What follows belongs to an exercise in optimizing a design on an open flow for small area, a short achievable clock period and few clock cycles; a production flow would make more cautious choices. RTL that was checked went through simulation tests only; none was proved equivalent to the original.

==> inputs of job 4640 <==
Design voxel_ray_traversal_unit, start of the top module:
module voxel_ray_traversal_unit (
    input  wire logic        clk,
    input  wire logic        rst_n,
    input  wire logic        start,
    output logic             busy,
    input  wire logic        voxel_size_we,
    input  wire logic [4:0]  voxel_size,
    input  wire logic [15:0] start_x,
    input  wire logic [15:0] start_y,
    input  wire logic [15:0] start_z,
    input  wire logic [15:0] end_x,
    input  wire logic [15:0] end_y,
    input  wire logic [15:0] end_z,
    output logic             voxel_valid,
    output logic [7:0]       voxel_x,
    output logic [7:0]       voxel_y,
    output logic [7:0]       voxel_z,
    output logic             last_voxel_flag,
    output logic             truncated
);
make LEC_CHECK=0 CAP_MARGIN=20 CORE_MARGIN=2 CORE_UTILIZATION=40 SETUP_SLACK_MARGIN=4.6 SLEW_MARGIN=20 finish   # period 8.0 ns
run.sh (not shown) runs the stock make flow with config.mk's settings and CLKGATE_MAP_FILE= SYNTH_SCRIPT=/design/flow/synth_recipe.tcl, a recipe that flattens the netlist after the stock synthesis.
==> inputs of job 4932, as changes to job 4640 <==
--- a/flow/design.v
+++ b/flow/design.v
@@ -50,106 +50,114 @@
     output logic             voxel_valid,
     output logic [7:0]       voxel_x,
     output logic [7:0]       voxel_y,
     output logic [7:0]       voxel_z,
     output logic             last_voxel_flag,
     output logic             truncated
 );
-    function automatic logic [16:0] rstep(input logic [16:0] x, input logic [15:0] d1);
+    function automatic logic [16:0] rstep(input logic [16:0] x, input logic [15:0] dx,
+                                          input logic cin);
         logic [17:0] m;
-        m = {1'b0, x} - {2'b00, d1};
+        m = {1'b0, x} + {2'b11, dx} + {17'd0, cin};
         rstep = m[17] ? {1'b0, x[15:0]} : {1'b1, m[15:0]};
     endfunction
     function automatic logic [5:0] istep(input logic [4:0] r, input logic b,
                                          input logic [4:0] v);
         logic [6:0] m;
         m = {1'b0, r, b} - {2'b00, v};
         istep = m[6] ? {1'b0, r[3:0], b} : {1'b1, m[4:0]};
     endfunction
     logic [4:0]  v;             
-    logic        fe_idx, fe_pend, fe_rdy;
-    logic [2:0]  fcnt;
+    logic        fe_idx, fe_rdy;
+    logic [3:0]  fcnt;
     logic [7:0]  ncur  [3];     
     logic [7:0]  nendv [3];     
+    logic [7:0]  nslo  [3];     
+    logic [15:0] ndx   [3];     
+    logic [2:0]  ndcin;
     logic [2:0]  nneg;
-    logic [4:0]  ri_s  [3];
+    logic [5:0]  ri_s  [3];     
     logic [4:0]  ri_e  [3];
-    logic [15:0] nd    [3];     
-    logic [7:0]  nslo  [3];     
-    logic [15:0] d1    [3];     
+    logic [2:0]  nsat_n;
+    logic [2:0]  nsat_s;
+    logic        be_div, be_emit;
+    logic [4:0]  bcnt;
+    logic [15:0] dx    [3];
+    logic [2:0]  dcin;
     logic [15:0] rn    [3];
     logic [15:0] rs    [3];
     logic [7:0]  slo   [3];
     logic [2:0]  sat_n;
     logic [2:0]  sat_s;
-    logic        be_div, be_emit;
-    logic [4:0]  bcnt;
     logic [7:0]  cur   [3];
     logic [7:0]  endv  [3];
     logic [2:0]  neg;
     logic [31:0] tn    [3];
     logic [31:0] ts    [3];
     logic [2:0]  ovf;
     logic        valid_r, last_r, trunc_r, first;
     logic [5:0]  count;
     logic [15:0] s_in [3];
     logic [15:0] e_in [3];
-    logic        fe_idle, done, be_free, be_divbusy, do_init, xfer, cap;
+    logic        done, be_free, xfer, cap;
     assign s_in[0] = start_x;
     assign s_in[1] = start_y;
     assign s_in[2] = start_z;
     assign e_in[0] = end_x;
     assign e_in[1] = end_y;
     assign e_in[2] = end_z;
-    assign fe_idle    = !(fe_idx || fe_pend || fe_rdy);
-    assign done       = valid_r && last_r;
-    assign be_free    = !(be_div || be_emit) || done;
-    assign be_divbusy = be_div && !done;
-    assign do_init    = fe_pend && !be_divbusy;
-    assign xfer       = (do_init || fe_rdy) && be_free;
-    assign busy       = !fe_idle;
-    assign cap        = !busy;    
-    logic [15:0] rn_nx [3];
-    logic [15:0] rs_nx [3];
-    logic        qn    [3];
-    logic        qs    [3];
+    assign done    = valid_r && last_r;
+    assign be_free = !(be_div || be_emit) || done;
+    assign xfer    = fe_rdy && be_free;
+    assign busy    = fe_idx || fe_rdy;
+    assign cap     = !busy;       
+    logic [15:0] rn_nx  [3];
+    logic [15:0] rs_nx  [3];
+    logic        qn     [3];
+    logic        qs     [3];
     logic [4:0]  ris_nx [3];
     logic [4:0]  rie_nx [3];
-    logic        qis   [3];
-    logic        qie   [3];
+    logic        qis    [3];
+    logic        qie    [3];
     always_comb begin
         for (int a = 0; a < 3; a++) begin
             logic [16:0] st;
             logic [5:0]  is;
-            st = rstep({rn[a], slo[a][7]}, d1[a]);
-            qn[a] = st[16];
+            st = rstep({rn[a], slo[a][7]}, dx[a], dcin[a]);
+            qn[a]    = st[16];
             rn_nx[a] = st[15:0];
-            st = rstep({rs[a], 1'b0}, d1[a]);
-            qs[a] = st[16];
+            st = rstep({rs[a], 1'b0}, dx[a], dcin[a]);
+            qs[a]    = st[16];
             rs_nx[a] = st[15:0];
-            is = istep(ri_s[a], ncur[a][7], v);
-            qis[a] = is[5];
+            is = istep(ri_s[a][4:0], ncur[a][7], v);
+            qis[a]    = is[5];
             ris_nx[a] = is[4:0];
             is = istep(ri_e[a], nendv[a][7], v);
-            qie[a] = is[5];
+            qie[a]    = is[5];
             rie_nx[a] = is[4:0];
         end
     end
     logic [5:0]  hi  [3];
     logic [7:0]  lo  [3];
+    logic [2:0]  satn_c, sats_c;
     logic        n_at_end;
     always_comb begin
         for (int a = 0; a < 3; a++) begin
+            logic [16:0] sn, ss;
             if (nneg[a]) begin
-                hi[a] = {1'b0, v} + {1'b0, ri_s[a]};
+                hi[a] = {1'b0, v} + ri_s[a];
                 lo[a] = nslo[a];
             end else begin
-                hi[a] = {1'b0, v} - {1'b0, ri_s[a]} - {5'd0, (nslo[a] != 8'd0)};
+                hi[a] = {1'b0, v} - ri_s[a] - {5'd0, (nslo[a] != 8'd0)};
                 lo[a] = 8'd0 - nslo[a];
             end
+            sn = {11'd0, hi[a]} + {1'b1, ndx[a]} + {16'd0, ndcin[a]};
+            ss = {12'd0, v}     + {1'b1, ndx[a]} + {16'd0, ndcin[a]};
+            satn_c[a] = !sn[16];
+            sats_c[a] = !ss[16];
         end
         n_at_end = (ncur[0] == nendv[0]) && (ncur[1] == nendv[1]) && (ncur[2] == nendv[2]);
     end
     logic [2:0]  pre_ax;
     logic        pre;
     logic [2:0]  allone;
     logic        lt01, lt02, lt12;
@@ -182,15 +190,14 @@
         at_end_nx = (stepm[0] ? eqs[0] : eq[0]) &&
                     (stepm[1] ? eqs[1] : eq[1]) &&
                     (stepm[2] ? eqs[2] : eq[2]);
     end
     always_ff @(posedge clk or negedge rst_n) begin
         if (!rst_n) begin
             fe_idx  <= 1'b0;
-            fe_pend <= 1'b0;
             fe_rdy  <= 1'b0;
             fcnt    <= '0;
             be_div  <= 1'b0;
             be_emit <= 1'b0;
             bcnt    <= '0;
             valid_r <= 1'b0;
             v       <= 5'd1;
@@ -198,23 +205,20 @@
             if (voxel_size_we)
                 v <= (voxel_size == 5'd0) ? 5'd1 : voxel_size;
             fcnt <= fcnt + 1'b1;
             if (!busy) begin
                 fe_idx <= start;
                 fcnt   <= '0;
             end else if (fe_idx) begin
-                if (fcnt == 3'd7) begin
-                    fe_idx  <= 1'b0;
-                    fe_pend <= 1'b1;
+                if (fcnt == 4'd8) begin
+                    fe_idx <= 1'b0;
+                    fe_rdy <= 1'b1;
                 end
-            end else if (do_init) begin
-                fe_pend <= 1'b0;
-                fe_rdy  <= !xfer;
             end else if (xfer) begin
-                fe_rdy  <= 1'b0;
+                fe_rdy <= 1'b0;
             end
             bcnt <= bcnt + 1'b1;
             if (xfer) begin
                 be_div  <= 1'b1;
                 be_emit <= 1'b0;
                 bcnt    <= '0;
                 valid_r <= 1'b1;
@@ -233,60 +237,59 @@
     end
     always_ff @(posedge clk) begin
         if (cap) begin
             for (int a = 0; a < 3; a++) begin
                 ncur[a]  <= s_in[a][15:8];
                 nendv[a] <= e_in[a][15:8];
                 nslo[a]  <= s_in[a][7:0];
-                nd[a]    <= e_in[a];
+                ndx[a]   <= e_in[a];
                 ri_s[a]  <= '0;
                 ri_e[a]  <= '0;
             end
+        end else if (fe_idx && fcnt == 4'd8) begin
+            for (int a = 0; a < 3; a++) begin
+                ri_s[a] <= hi[a];
+                nslo[a] <= lo[a];
+            end
+            nsat_n <= satn_c;
+            nsat_s <= sats_c;
         end else if (fe_idx) begin
             for (int a = 0; a < 3; a++) begin
                 ncur[a]  <= {ncur[a][6:0], qis[a]};
                 nendv[a] <= {nendv[a][6:0], qie[a]};
-                ri_s[a]  <= ris_nx[a];
+                ri_s[a]  <= {1'b0, ris_nx[a]};
                 ri_e[a]  <= rie_nx[a];
             end
-            if (fcnt == 3'd0) begin
+            if (fcnt == 4'd0) begin
                 for (int a = 0; a < 3; a++) begin
                     logic [16:0] x;
-                    x       = {1'b0, nd[a]} - {1'b0, ncur[a], nslo[a]};
-                    nneg[a] <= x[16];
-                    nd[a]   <= x[15:0];
+                    logic        flat;
+                    x        = {1'b0, ndx[a]} + {1'b0, ~ncur[a], ~nslo[a]};
+                    flat     = !x[16] && (x[15:0] == 16'hFFFF);
+                    nneg[a]  <= !x[16] && !flat;
+                    ndx[a]   <= x[16] ? ~x[15:0] : x[15:0];
+                    ndcin[a] <= !x[16];
                 end
-            end else if (fcnt == 3'd1) begin
-                for (int a = 0; a < 3; a++)
-                    if (nneg[a])
-                        nd[a] <= 16'd0 - nd[a];
             end
         end
-        if (do_init) begin
-            for (int a = 0; a < 3; a++) begin
-                d1[a]    <= nd[a];
-                rn[a]    <= {10'd0, hi[a]};
-                rs[a]    <= {11'd0, v};
-                slo[a]   <= lo[a];
-                sat_n[a] <= (nd[a][15:6] == 10'd0) && (nd[a][5:0] <= hi[a]);
-                sat_s[a] <= (nd[a][15:5] == 11'd0) && (nd[a][4:0] <= v);
-            end
-        end else if (be_div) begin
-            for (int a = 0; a < 3; a++) begin
-                rn[a]  <= rn_nx[a];
-                rs[a]  <= rs_nx[a];
-                slo[a] <= {slo[a][6:0], 1'b0};
-            end
+        for (int a = 0; a < 3; a++) begin
+            rn[a]  <= xfer ? {10'd0, ri_s[a]} : rn_nx[a];
+            rs[a]  <= xfer ? {11'd0, v}      : rs_nx[a];
+            slo[a] <= xfer ? nslo[a]         : {slo[a][6:0], 1'b0};
         end
         if (xfer) begin
             for (int a = 0; a < 3; a++) begin
+                dx[a]   <= ndx[a];
                 cur[a]  <= ncur[a];
                 endv[a] <= nendv[a];
                 ovf[a]  <= 1'b0;
             end
+            dcin    <= ndcin;
+            sat_n   <= nsat_n;
+            sat_s   <= nsat_s;
             neg     <= nneg;
             last_r  <= n_at_end;
             trunc_r <= 1'b0;
             first   <= 1'b1;
             count   <= '0;
         end else begin
             if (be_div) begin
- SETUP_SLACK_MARGIN: 4.6 -> 4.7
==> inputs of job 8117, as changes to job 4640 <==
--- a/flow/design.v
+++ b/flow/design.v
@@ -50,18 +50,24 @@
     output logic             voxel_valid,
     output logic [7:0]       voxel_x,
     output logic [7:0]       voxel_y,
     output logic [7:0]       voxel_z,
     output logic             last_voxel_flag,
     output logic             truncated
 );
-    function automatic logic [16:0] rstep(input logic [16:0] x, input logic [15:0] d1);
-        logic [17:0] m;
-        m = {1'b0, x} - {2'b00, d1};
-        rstep = m[17] ? {1'b0, x[15:0]} : {1'b1, m[15:0]};
+    function automatic logic [17:0] rstep4(input logic [17:0] x, input logic [15:0] d1,
+                                           input logic [17:0] d3);
+        logic [18:0] m1, m2, m3;
+        m1 = {1'b0, x} - {3'b000, d1};
+        m2 = {1'b0, x} - {2'b00, d1, 1'b0};
+        m3 = {1'b0, x} - {1'b0, d3};
+        if (!m3[18])      rstep4 = {2'd3, m3[15:0]};
+        else if (!m2[18]) rstep4 = {2'd2, m2[15:0]};
+        else if (!m1[18]) rstep4 = {2'd1, m1[15:0]};
+        else              rstep4 = {2'd0, x[15:0]};
     endfunction
     function automatic logic [5:0] istep(input logic [4:0] r, input logic b,
                                          input logic [4:0] v);
         logic [6:0] m;
         m = {1'b0, r, b} - {2'b00, v};
         istep = m[6] ? {1'b0, r[3:0], b} : {1'b1, m[4:0]};
     endfunction
@@ -72,21 +78,22 @@
     logic [7:0]  nendv [3];     
     logic [2:0]  nneg;
     logic [4:0]  ri_s  [3];
     logic [4:0]  ri_e  [3];
     logic [15:0] nd    [3];     
     logic [7:0]  nslo  [3];     
     logic [15:0] d1    [3];     
+    logic [17:0] d3    [3];     
     logic [15:0] rn    [3];
     logic [15:0] rs    [3];
     logic [7:0]  slo   [3];
     logic [2:0]  sat_n;
     logic [2:0]  sat_s;
     logic        be_div, be_emit;
-    logic [4:0]  bcnt;
+    logic [3:0]  bcnt;
     logic [7:0]  cur   [3];
     logic [7:0]  endv  [3];
     logic [2:0]  neg;
     logic [31:0] tn    [3];
     logic [31:0] ts    [3];
     logic [2:0]  ovf;
     logic        valid_r, last_r, trunc_r, first;
@@ -106,29 +113,29 @@
     assign be_divbusy = be_div && !done;
     assign do_init    = fe_pend && !be_divbusy;
     assign xfer       = (do_init || fe_rdy) && be_free;
     assign busy       = !fe_idle;
     assign cap        = !busy;    
     logic [15:0] rn_nx [3];
     logic [15:0] rs_nx [3];
-    logic        qn    [3];
-    logic        qs    [3];
+    logic [1:0]  qn    [3];
+    logic [1:0]  qs    [3];
     logic [4:0]  ris_nx [3];
     logic [4:0]  rie_nx [3];
     logic        qis   [3];
     logic        qie   [3];
     always_comb begin
         for (int a = 0; a < 3; a++) begin
-            logic [16:0] st;
+            logic [17:0] st;
             logic [5:0]  is;
-            st = rstep({rn[a], slo[a][7]}, d1[a]);
-            qn[a] = st[16];
+            st = rstep4({rn[a], slo[a][7:6]}, d1[a], d3[a]);
+            qn[a] = st[17:16];
             rn_nx[a] = st[15:0];
-            st = rstep({rs[a], 1'b0}, d1[a]);
-            qs[a] = st[16];
+            st = rstep4({rs[a], 2'b00}, d1[a], d3[a]);
+            qs[a] = st[17:16];
             rs_nx[a] = st[15:0];
             is = istep(ri_s[a], ncur[a][7], v);
             qis[a] = is[5];
             ris_nx[a] = is[4:0];
             is = istep(ri_e[a], nendv[a][7], v);
             qie[a] = is[5];
             rie_nx[a] = is[4:0];
@@ -219,15 +226,15 @@
                 bcnt    <= '0;
                 valid_r <= 1'b1;
             end else if (done) begin
                 be_div  <= 1'b0;
                 be_emit <= 1'b0;
                 valid_r <= 1'b0;
             end else begin
-                if (be_div && bcnt == 5'd31) begin
+                if (be_div && bcnt == 4'd15) begin
                     be_div  <= 1'b0;
                     be_emit <= 1'b1;
                 end
                 valid_r <= step_en;
             end
         end
     end
@@ -260,25 +267,26 @@
                     if (nneg[a])
                         nd[a] <= 16'd0 - nd[a];
             end
         end
         if (do_init) begin
             for (int a = 0; a < 3; a++) begin
                 d1[a]    <= nd[a];
+                d3[a]    <= {2'b00, nd[a]} + {1'b0, nd[a], 1'b0};
                 rn[a]    <= {10'd0, hi[a]};
                 rs[a]    <= {11'd0, v};
                 slo[a]   <= lo[a];
                 sat_n[a] <= (nd[a][15:6] == 10'd0) && (nd[a][5:0] <= hi[a]);
                 sat_s[a] <= (nd[a][15:5] == 11'd0) && (nd[a][4:0] <= v);
             end
         end else if (be_div) begin
             for (int a = 0; a < 3; a++) begin
                 rn[a]  <= rn_nx[a];
                 rs[a]  <= rs_nx[a];
-                slo[a] <= {slo[a][6:0], 1'b0};
+                slo[a] <= {slo[a][5:0], 2'b00};
             end
         end
         if (xfer) begin
             for (int a = 0; a < 3; a++) begin
                 cur[a]  <= ncur[a];
                 endv[a] <= nendv[a];
                 ovf[a]  <= 1'b0;
@@ -287,16 +295,16 @@
             last_r  <= n_at_end;
             trunc_r <= 1'b0;
             first   <= 1'b1;
             count   <= '0;
         end else begin
             if (be_div) begin
                 for (int a = 0; a < 3; a++) begin
-                    tn[a] <= {tn[a][30:0], qn[a] | sat_n[a]};
-                    ts[a] <= {ts[a][30:0], qs[a] | sat_s[a]};
+                    tn[a] <= {tn[a][29:0], qn[a] | {2{sat_n[a]}}};
+                    ts[a] <= {ts[a][29:0], qs[a] | {2{sat_s[a]}}};
                 end
             end
             if (step_en) begin
                 for (int a = 0; a < 3; a++) begin
                     if (stepm[a])
                         cur[a] <= neg[a] ? cur[a] - 8'd1 : cur[a] + 8'd1;
                     if (!do_pre && axm[a]) begin
==> notes.md <==
Against job 4640, the die area of job 8117 is larger by 28%. Sequential share of layout area, lowest first: job 8117, job 4932, job 4640. Between job 8117 and job 4932, the lower via count is in job 4932 (gap about 40%, measured against job 4932). Of job 4932 and job 8117, job 8117 has the higher register-to-register slack (gap 0.11 ns). Core utilization: job 4932 > job 8117 > job 4640. Hold slack: job 8117 > job 4640 > job 4932.
==> figures <==
	job 4640	job 4932	job 8117
Outcome	timing/DRC/antenna clean	timing/DRC/antenna clean	timing/DRC/antenna clean
Min-Delay Path Depth	0	0	1
Sequential cell area	16920 µm²	16780 µm²	18430 µm²
Setup crit end	sat_n[2]	nslo[0][6]	sat_n[2]
Startpoint of the lowest-slack register-to-register path	nslo[2][2]	nslo[0][5]	nslo[2][0]
Synth top area share	32.44%	30.59%	27.88%
CP Max Fanout	2	3	2
Count of placed standard cells in the final layout, fillers left out	6559	6284	8684
Unique cell type count in the Yosys netlist	90	85	93
Routed wire per std cell	20.15 µm	20.23 µm	21.04 µm
Post-route clock period utilization	43.81%	47.18%	45.80%
Horizontal die dimension	336.6 µm	330.0 µm	381.4 µm
Met1 global-route usage	29.19%	28.22%	30.43%
Testbench counts of job 8117, summed over its fixed seeds: cycles 12,446.
The RTL of job 4640 and job 4932 was laid out without a check of its function.

-- re-timing with driven ports --
Ports are ideal in the flow. The routed layouts listed here were re-timed in OpenROAD.
Step 1: set_driving_cell puts a clkbuf_16 on clk and a buf_2 on each other input, an assumption about the parent block.
Step 2 adds t to the input delays and takes it off the output delays; t is the mean of the earliest and latest rising clock arrival at the registers after step 1. Input paths then give back, and output paths get back, about the clock's delay inside the block.
a / b / c = ideal ports / drivers / drivers and shift; a / b = the first two.
run | t (ns) | setup slack, ns | worst hold slack (ns) | clock arrival spread, ns | cell pins on the clock port's net
job 4640 | 0.717 | 4.495 / 4.495 / 4.495 | 0.451 / 0.451 / 0.451 | 0.040 / 0.040 | 1
job 4932 | 0.715 | 4.226 / 4.226 / 4.226 | 0.418 / 0.418 / 0.418 | 0.026 / 0.026 | 1
job 8117 | 0.775 | 4.336 / 4.336 / 4.336 | 0.454 / 0.454 / 0.454 | 0.042 / 0.042 | 1
After both steps every run listed still meets setup and hold.
